From an optimization exercise on the open Yosys and OpenROAD flow, aimed at small area, a short achievable clock period and few clock cycles per item; shortcuts taken in it are not production practice.
The RTL of this run was laid out without a check of its function.
Power and IR drop assume default switching activity.

[flow/run.sh]
#!/bin/bash
# synth_recipe.tcl (not shown) runs the flow's synth.tcl, then flattens the netlist and writes it again
# the make line also repeats each setting of config.mk as NAME=value (left out here)
make -C /OpenROAD-flow-scripts/flow DESIGN_CONFIG=/design/flow/config.mk WORK_HOME=/design/flow/orfs CLKGATE_MAP_FILE= SYNTH_SCRIPT=/design/flow/synth_recipe.tcl finish
[flow/config.mk]
export PLATFORM = sky130hd
export DESIGN_NAME = uv_sphere_index_generator
export DESIGN_NICKNAME = uv_sphere_index_generator
export VERILOG_FILES = /design/flow/design.v
export SDC_FILE = /design/flow/constraint.sdc
export NUM_CORES = 4
export LEC_CHECK = 0
export CAP_MARGIN = 20
export CORE_MARGIN = 2
export CORE_UTILIZATION = 40
export SETUP_SLACK_MARGIN = 2.5
export SLEW_MARGIN = 20
[flow/design.v]
package uvsig_pkg;
    function automatic logic [8:0] add8(input logic [7:0] a, input logic [7:0] b, input logic ci);
        logic [7:0] p, gg, pp, gn, pn;
        logic [8:0] c;
        begin
            p  = a ^ b;
            gg = a;
            pp = p;
            gg[0] = p[0] ? ci : a[0];
            pp[0] = 1'b0;
            for (int d = 1; d < 8; d = d * 2)
            begin
                gn = gg;
                pn = pp;
                for (int i = d; i < 8; i++)
                begin
                    gn[i] = pp[i] ? gg[i-d] : gg[i];
                    pn[i] = pp[i] & pp[i-d];
                end
                gg = gn;
                pp = pn;
            end
            c[0] = ci;
            for (int i = 1; i < 9; i++)
                c[i] = gg[i-1];
            add8 = {c[8], p ^ c[7:0]};
        end
    endfunction
    function automatic logic [8:0] inc8(input logic [7:0] x);
        logic [8:0] r;
        logic [7:0] lowmask;
        begin
            r[0] = !x[0];
            for (int i = 1; i < 8; i++)
            begin
                lowmask = 8'((9'd1 << i) - 9'd1);
                r[i] = x[i] ^ (&(x | ~lowmask));
            end
            r[8] = &x;
            inc8 = r;
        end
    endfunction
    function automatic logic [15:0] add16_8(input logic [15:0] a, input logic [7:0] b, input logic ci);
        logic [8:0] lo;
        logic [8:0] hi;
        begin
            lo = add8(a[7:0], b, ci);
            hi = inc8(a[15:8]);
            add16_8 = {lo[8] ? hi[7:0] : a[15:8], lo[7:0]};
        end
    endfunction
endpackage
import uvsig_pkg::*;
module uvsig_calc (
    input  logic [15:0] r0,
    input  logic [15:0] r1,
    input  logic [7:0]  col,
    input  logic        a_r1,      
    input  logic        a_oe,      
    input  logic        a_ci,      
    input  logic        b_r0,      
    input  logic        b_r1,      
    input  logic        d_r0,      
    input  logic        d_r1,      
    input  logic        d_oe,      
    input  logic        d_ci,      
    output logic [15:0] first_index,
    output logic [15:0] second_index,
    output logic [15:0] third_index
);
    logic [15:0] a_base, b_base, d_base;
    assign a_base = a_r1 ? r1 : r0;
    assign b_base = (r0 & {16{b_r0}}) | (r1 & {16{b_r1}});
    assign d_base = (r0 & {16{d_r0}}) | (r1 & {16{d_r1}});
    assign first_index  = uvsig_pkg::add16_8(a_base, col & {8{a_oe}}, a_ci);
    assign second_index = uvsig_pkg::add16_8(b_base, col, 1'b0);
    assign third_index  = uvsig_pkg::add16_8(d_base, col & {8{d_oe}}, d_ci);
endmodule
import uvsig_pkg::*;
module uv_sphere_index_generator (
    input  logic         clk,
    input  logic         rst_n,
    input  logic         cfg_write,
    input  logic         cfg_index,
    input  logic [8:0]   cfg_data,
    input  logic         in_valid,
    output logic         in_ready,
    input  logic         restart,
    output logic         out_valid,
    input  logic         out_ready,
    output logic [15:0]  first_index,
    output logic [15:0]  second_index,
    output logic [15:0]  third_index,
    output logic         last_triangle
);
    logic [7:0] vm2, hm1;
    logic       lo3, hi256;
    logic [7:0] cfg_m1;
    logic [8:0] hval;
    assign lo3    = (cfg_data[8:2] == 7'd0);
    assign hi256  = cfg_data[8] && (cfg_data[7:0] != 8'd0);
    assign cfg_m1 = cfg_data[7:0] - 8'd1;
    assign hval   = uvsig_pkg::inc8(hm1);
    always_ff @(posedge clk or negedge rst_n)
    begin
        if (!rst_n)
        begin
            vm2 <= 8'd1;
            hm1 <= 8'd2;
        end
        else if (cfg_write)
        begin
            if (cfg_index)
                hm1 <= lo3 ? 8'd2 : (hi256 ? 8'd255 : cfg_m1);
            else
                vm2 <= lo3 ? 8'd1 : (hi256 ? 8'd254 : cfg_m1 - 8'd1);
        end
    end
    logic       ov, rq_v, rq_rs, sp, stale, busy;
    logic [3:0] step;
    logic       mb, hz;
    logic        cap, wrp, half, wf;
    logic [7:0]  band, col;
    logic [15:0] r0, r1;
    logic        a_r1, a_oe, a_ci, b_r0, b_r1, d_r0, d_r1, d_oe, d_ci;
    logic [15:0] oa, ob, od;
    logic        ol;
    logic src_v, src_rs, rs, out_free, emit;
    assign in_ready = !rq_v;
    assign src_v    = rq_v || in_valid;
    assign src_rs   = rq_v ? rq_rs : restart;
    assign rs       = src_rs || sp;
    assign out_free = !ov || out_ready;
    assign emit     = src_v && out_free && (rs || !(stale || busy));
    logic [8:0] col_inc, band_inc;
    logic       c1ge, cge, band_end, natural, last;
    assign col_inc  = uvsig_pkg::inc8(col);
    assign band_inc = uvsig_pkg::inc8(band);
    assign c1ge     = col_inc >= {1'b0, hm1};
    assign cge      = col >= hm1;
    assign band_end = band_inc >= {1'b0, vm2};
    assign natural  = band_inc[7:0] == vm2;
    assign last     = wrp && half;
    logic       n_cap, n_wrp, n_half, n_wf;
    logic [7:0] n_band, n_col;
    logic       n_base0, n_step, n_bad;
    logic       fin, start_rc;
    assign fin      = busy && step[3];
    assign start_rc = stale && !busy && !sp;
    always_comb
    begin
        n_cap   = cap;
        n_wrp   = wrp;
        n_half  = !half;
        n_wf    = wf;
        n_band  = band;
        n_col   = col;
        n_base0 = 1'b0;
        n_step  = 1'b0;
        n_bad   = 1'b0;
        if (!emit)
        begin
            n_half = half;
            n_wf   = wrp || cge;
            if (wrp)
                n_col = hm1;
        end
        else if (rs || last)
        begin
            n_base0 = 1'b1;
            n_cap   = 1'b0;
            n_wrp   = 1'b0;
            n_half  = rs;
            n_wf    = 1'b0;
            n_band  = 8'd0;
            n_col   = 8'd0;
        end
        else if (half)
        begin
            if (!cap)
            begin
                if (wf)
                begin
                    n_col  = 8'd0;
                    n_wf   = 1'b0;
                    n_step = 1'b1;
                    if (band_end)
                    begin
                        n_band = 8'd0;
                        n_cap  = 1'b1;
                        n_bad  = !natural;
                    end
                    else
                    begin
                        n_band = band_inc[7:0];
                    end
                end
                else
                begin
                    n_col = col_inc[7:0];
                    n_wf  = c1ge;
                end
            end
            else
            begin
                if (c1ge)
                begin
                    n_col = hm1;
                    n_wrp = 1'b1;
                    n_wf  = 1'b1;
                end
                else
                begin
                    n_col = col_inc[7:0];
                    n_wf  = 1'b0;
                end
            end
        end
    end
    logic [7:0]  mult;
    logic        horner, add_h;
    logic [15:0] add_a, add_s;
    assign mult   = cap ? vm2 : band;
    assign horner = hz;
    assign add_h  = horner ? mb : 1'b1;
    assign add_a  = horner ? {r1[14:0], 1'b0} : r1;
    assign add_s  = uvsig_pkg::add16_8(add_a, hm1 & {8{add_h}}, add_h);
    always_ff @(posedge clk or negedge rst_n)
    begin
        if (!rst_n)
        begin
            ov    <= 1'b0;
            rq_v  <= 1'b0;
            sp    <= 1'b1;
            stale <= 1'b0;
            busy  <= 1'b0;
            hz    <= 1'b0;
            step  <= 4'd0;
        end
        else
        begin
            hz <= 1'b0;
            if (emit)
                ov <= 1'b1;
            else if (out_ready)
                ov <= 1'b0;
            if (rq_v)
                rq_v <= !emit;
            else
                rq_v <= in_valid && !emit;
            if (emit)
                sp <= 1'b0;
            if (cfg_write)
            begin
                stale <= 1'b1;
                busy  <= 1'b0;
            end
            else if (emit)
            begin
                if (rs)
                begin
                    stale <= 1'b0;
                    busy  <= 1'b0;
                end
                else if (n_bad)
                begin
                    stale <= 1'b1;
                end
            end
            else if (start_rc)
            begin
                busy <= 1'b1;
                hz   <= 1'b1;
                step <= 4'd0;
            end
            else if (busy)
            begin
                hz   <= !step[3] && (step[2:0] != 3'd7);
                step <= step + 4'd1;
                if (step[3])
                begin
                    busy  <= 1'b0;
                    stale <= 1'b0;
                end
            end
        end
    end
    logic [15:0] t_a, t_b, t_d;
    uvsig_calc u_calc (
        .r0           (r0),
        .r1           (r1),
        .col          (col),
        .a_r1         (a_r1),
        .a_oe         (a_oe),
        .a_ci         (a_ci),
        .b_r0         (b_r0),
        .b_r1         (b_r1),
        .d_r0         (d_r0),
        .d_r1         (d_r1),
        .d_oe         (d_oe),
        .d_ci         (d_ci),
        .first_index  (t_a),
        .second_index (t_b),
        .third_index  (t_d)
    );
    always_ff @(posedge clk)
    begin
        if (!rq_v && in_valid && !emit)
            rq_rs <= restart;
        if (emit)
        begin
            oa <= rs ? 16'd0 : t_a;
            ob <= rs ? {7'd0, hval} : t_b;
            od <= rs ? 16'd1 : t_d;
            ol <= !rs && last;
        end
        if (start_rc)
            mb <= mult[7];
        else
            mb <= mult[3'd6 - step[2:0]];
        if (emit || fin)
        begin
            cap  <= n_cap;
            wrp  <= n_wrp;
            half <= n_half;
            band <= n_band;
            col  <= n_col;
            wf   <= n_wf;
            a_r1 <= n_cap && !n_half;
            a_oe <= (!n_cap && !n_half) || (!(n_cap && !n_half) && !n_wf);
            a_ci <= n_half && !n_wf;
            b_r0 <= n_cap && n_half;
            b_r1 <= !n_cap;
            d_r0 <= !n_cap && !n_half;
            d_r1 <= n_half;
            d_oe <= !n_wf && !(n_cap && n_half);
            d_ci <= (n_cap && n_half) || !n_wf;
        end
        if (emit)
        begin
            if (n_base0)
            begin
                r0 <= 16'd0;
                r1 <= {7'd0, hval};
            end
            else if (n_step)
            begin
                r0 <= r1;
                r1 <= add_s;
            end
        end
        else if (start_rc)
        begin
            r1 <= 16'd0;
        end
        else if (busy)
        begin
            if (step[3])
                r0 <= r1;
            r1 <= add_s;
        end
    end
    assign out_valid     = ov;
    assign first_index   = oa;
    assign second_index  = ob;
    assign third_index   = od;
    assign last_triangle = ol;
endmodule
[flow/constraint.sdc]
create_clock -name core_clock -period 5.5 [get_ports {clk}]
set_input_delay 1.1000 -clock core_clock [delete_from_list [all_inputs] [get_ports {clk}]]
set_output_delay 1.1000 -clock core_clock [all_outputs]
set_load 0.01 [all_outputs]
==> summary.txt <==
timing repair:
item                       4_1_cts  5_1_grt
gates cloned                     3        0
setup buffers                   37       19
gates resized for setup         54       64
setup endpoints to repair      175      124
pin swaps                       20       28
how the worst min path moves through the flow:
stage,from,to,depth (start not counted)
2_1_floorplan,vm2[2]$_DFFE_PN0P_,vm2[2]$_DFFE_PN0P_,2
3_5_place_dp,vm2[0]$_DFFE_PN1P_,vm2[0]$_DFFE_PN1P_,2
6_report,vm2[0]$_DFFE_PN1P_,vm2[0]$_DFFE_PN1P_,2
5_1_grt,sp$_DFFE_PN1P_,sp$_DFFE_PN1P_,1
4_1_cts,vm2[0]$_DFFE_PN1P_,vm2[0]$_DFFE_PN1P_,2
3_3_place_gp,vm2[0]$_DFFE_PN1P_,vm2[0]$_DFFE_PN1P_,2
layout make-up:
class | count | area (um2)
Tap cell | 324 | 405
Sequential cell | 137 | 3980
Inverter | 50 | 200
Timing Repair Buffer | 131 | 1280
Fill cell | 2219 | 11900
Clock inverter | 8 | 53.8
Clock buffer | 24 | 514
Multi-Input combinational cell | 824 | 6100
critical path: stages, from the launching register on:
cell and delay (ps):
edfxtp_1 420, buf_6 150, a22o_4 250, maj3_2 320
maj3_2 340, a221oi_2 250, nor2_2 80, maj3_2 340
o21ai_4 190, buf_6 150, mux2i_2 230, nor2_1 60
flip-flops by register name (all words and copies together) (netlist names), 8 cells and up:
name and flops:
band 8, col 8, hm1 8, oa 16, ob 16, od 16
r0 16, r1 16, vm2 8
logic make-up after synthesis:
logic type,after synthesis
AOI/OAI and AO/OA,280
xor gates and xnor gates,98
adders and majority gates,63
buffers and inverters,120
DFF,137
muxes,49
and+or+nand+nor,333
layer usage:
layer | wire length, um | track usage
met1 | 12000 | 0.270
met2 | 12700 | 0.331
met3 | 1310 | 0.0370
met4 | 452 | 0.0555
met5 | 0 | 0
cells in the mapped netlist, types with 3 or more instances:
cell | n | area [um2]
maj3_2 | 3 | 33.8
dfrtp_1 | 23 | 576
mux4_2 | 4 | 90.1
or2_2 | 4 | 25.0
buf_1 | 7 | 26.3
xor2_1 | 39 | 342
buf_2 | 6 | 30.0
a21oi_1 | 59 | 295
and2_1 | 21 | 131
and3_1 | 11 | 68.8
a211oi_1 | 13 | 97.6
nor3_1 | 20 | 100
edfxtp_1 | 110 | 3300
inv_1 | 50 | 188
nand4_1 | 7 | 43.8
mux2_2 | 17 | 191
nor4_1 | 5 | 31.3
or3_1 | 6 | 37.5
o31a_1 | 3 | 26.3
o22ai_1 | 13 | 81.3
xnor2_1 | 59 | 517
clkbuf_1 | 53 | 199
dfstp_2 | 3 | 78.8
a22o_1 | 32 | 280
nor2_1 | 100 | 375
nand2_1 | 106 | 398
a221oi_1 | 5 | 43.8
a21o_1 | 14 | 105
o21ai_0 | 67 | 335
a22oi_1 | 15 | 113
a31oi_1 | 7 | 43.8
ha_1 | 51 | 638
nand2b_1 | 14 | 87.6
mux2i_1 | 28 | 280
a32oi_1 | 4 | 35.0
nor2b_1 | 12 | 75.1
o31ai_1 | 5 | 37.5
maj3_1 | 9 | 90.1
a31o_2 | 3 | 26.3
nand3_1 | 21 | 105
a21boi_0 | 3 | 22.5
o21a_1 | 13 | 97.6
power by group:
group / total, uW / internal [uW] / switching [uW]
Sequential: 2400 / 1890 / 504
Clock: 1110 / 657 / 456
Combinational: 5740 / 2660 / 3080
Total: 9250 / 5210 / 4040
metrics by stage:
step	cell area (um2)	hold WS (ps)	total power, uW
after floorplan	10100	466	5810
after global placement	10900	491	7000
after detailed placement	10900	493	7080
after CTS	12100	503	8830
after global routing	12500	535	9910
final	12500	497	9250
==> impl_results.md <==
* R2r setup slk at about 2500 ps
* DR WL/cell at ~18 um
* R2R Path Start: b_r0$_DFFE_PP_
* Largest net degree at the start of global routing at between 50 and 60
* CTS tree: built
* Normalized max-slew margin at 0.535
* Hold/Removal Path Class: reg2reg
* Gr usage total at 0.200
* Area of the core at 24500 um2
* F_max at between 300 and 400 MHz
* First-pass GRT wire length at about 41000 um
* DIE HEIGHT at roughly 160 um
* Vias at ~8400
* DIE AREA at approximately 26000 um2
* Mux share of post-synthesis cell area at 0.0561
* CP Class: reg2reg
* Clock-pin slew of the registers on the worst-case setup and hold paths at 60 ps
* VDD IR max at 266 uV
* Port-buffer cells at 66
* Setup Slack @ Placement at 1370 ps
* Post-Place Cells at 1407
* Synthesized net count at roughly 1100
* Post-DRT Antenna Nets at 0
* Syn Area/Cell at around 9 um2
* Netlist cell types at 68
* Final hold violation count at 0
* Antenna diode count at 0
* PD cells at ~740 nW/um2
* CTS Root Cell: clkbuf_16
* Routability cong. at 0.860
* Row Count at 57
* CP startpoint kind: flop
* Number of synthesized flops with an enable pin at 110
* Area grow syn2layout at 25.2%
* Synth Flop Type: edfxtp_1
* Max Cap Viol at 0
* Clock Latency Late Sink at between 400 and 500 ps
* Share of cells above drive strength 1 at 0.178
* Max-slew violation count at 0
* Sink Count at 137
* Seq cells post-synth at 137
* Vias in the first global route at about 7700
* IO Count at 67
* Crit. Startpoint: b_r0$_DFFE_PP_
* RR Endpoint: ob[9]$_SDFFCE_PN0P_
* Vias/cell at 5.58
* Post-Synth XOR/XNOR Area at 0.0857
* Largest family of logic cells by synthesized area: compound AO/OA/AOI/OAI gates
* RSZ-0062 raised after global routing: yes
* Overflow after GRT at 0
* Syn Inst Count at roughly 1100
* Hold_buf cts at 0
* Initial antenna violation count at 0
* Clock Skew at 11.6 ps
* Status: no timing/DRC/antenna violations
* Mapped cell area at about 10000 um2
* Most common cell after layout, fill and taps aside: edfxtp_1
* Die W at roughly 160 um
* DRC Markers at 0
* CTS H-tree depth at 4
* TritonCTS Buffers at 17
* Worst-Margin Slew at slightly below 700 ps
* Initial Utilization at 0.409
* Complex-gate fraction of the synthesized area at 0.186
* Most frequent cells in the layout: edfxtp_1 (110), nand2_1 (100), nor2_1 (96)
* Adder-cell share of the synthesized area at 0.0761
* Period Utilization, post-route at 0.552
* Setup TNS at 0 ps
* Post-synthesis sequential area ratio at 0.397
* Worst Setup EP: ob[9]$_SDFFCE_PN0P_
* Final Util at 0.512
* Synth Area in Simple Gates at 0.152
* Critical Path RT at around 5700 ps
* Net count, final at about 1200
* 1st-pass router iterations at 5
* Minimum clock period at slightly above 3000 ps
* DR iter-0 viols at 497
* Dpl hpwl at 17400 um
* Clock tree buffer depth at 2
* Post-route non-filler standard cell count at 1498
* Crit Path Max Fanout at 3
* Finish-stage setup viols at 0
* Worst setup EP type: flop
* Total wire length at 26400 um
* CP arrival at 3210 ps
* R2R depth at 11
* Async set-reset flop share out of synthesis at 0.190
* LEAKAGE at approximately 0.0049 uW
* Setup ws final at roughly 2500 ps
* Ys Warns at 2

afterwards: timing with drivers on the ports:
How much do the figures lean on ideal ports? The routed layout below was timed once more, with nothing changed but the port constraints. Step 1, drivers: a clkbuf_16 drives clk and a buf_2 each remaining input, both assumed. Step 2, shift: input delay + t, output delay - t, t = (earliest + latest rising clock arrival at the registers) / 2. This alone moves slack from input paths to output paths. Three values: ideal, step 1, step 2; two values: the first two.
t, ns: 0.475
slack for setup (ns): 2.462 / 2.462 / 2.082
hold WS [ns]: 0.497 / 0.497 / 0.497
worst setup path at the end: input to register
worst data-port slew with drivers (ns): 0.03
After both steps setup and hold are still met in this run. The setup slack of this run moves by 0.000 ns with the drivers and by -0.380 ns with both steps.
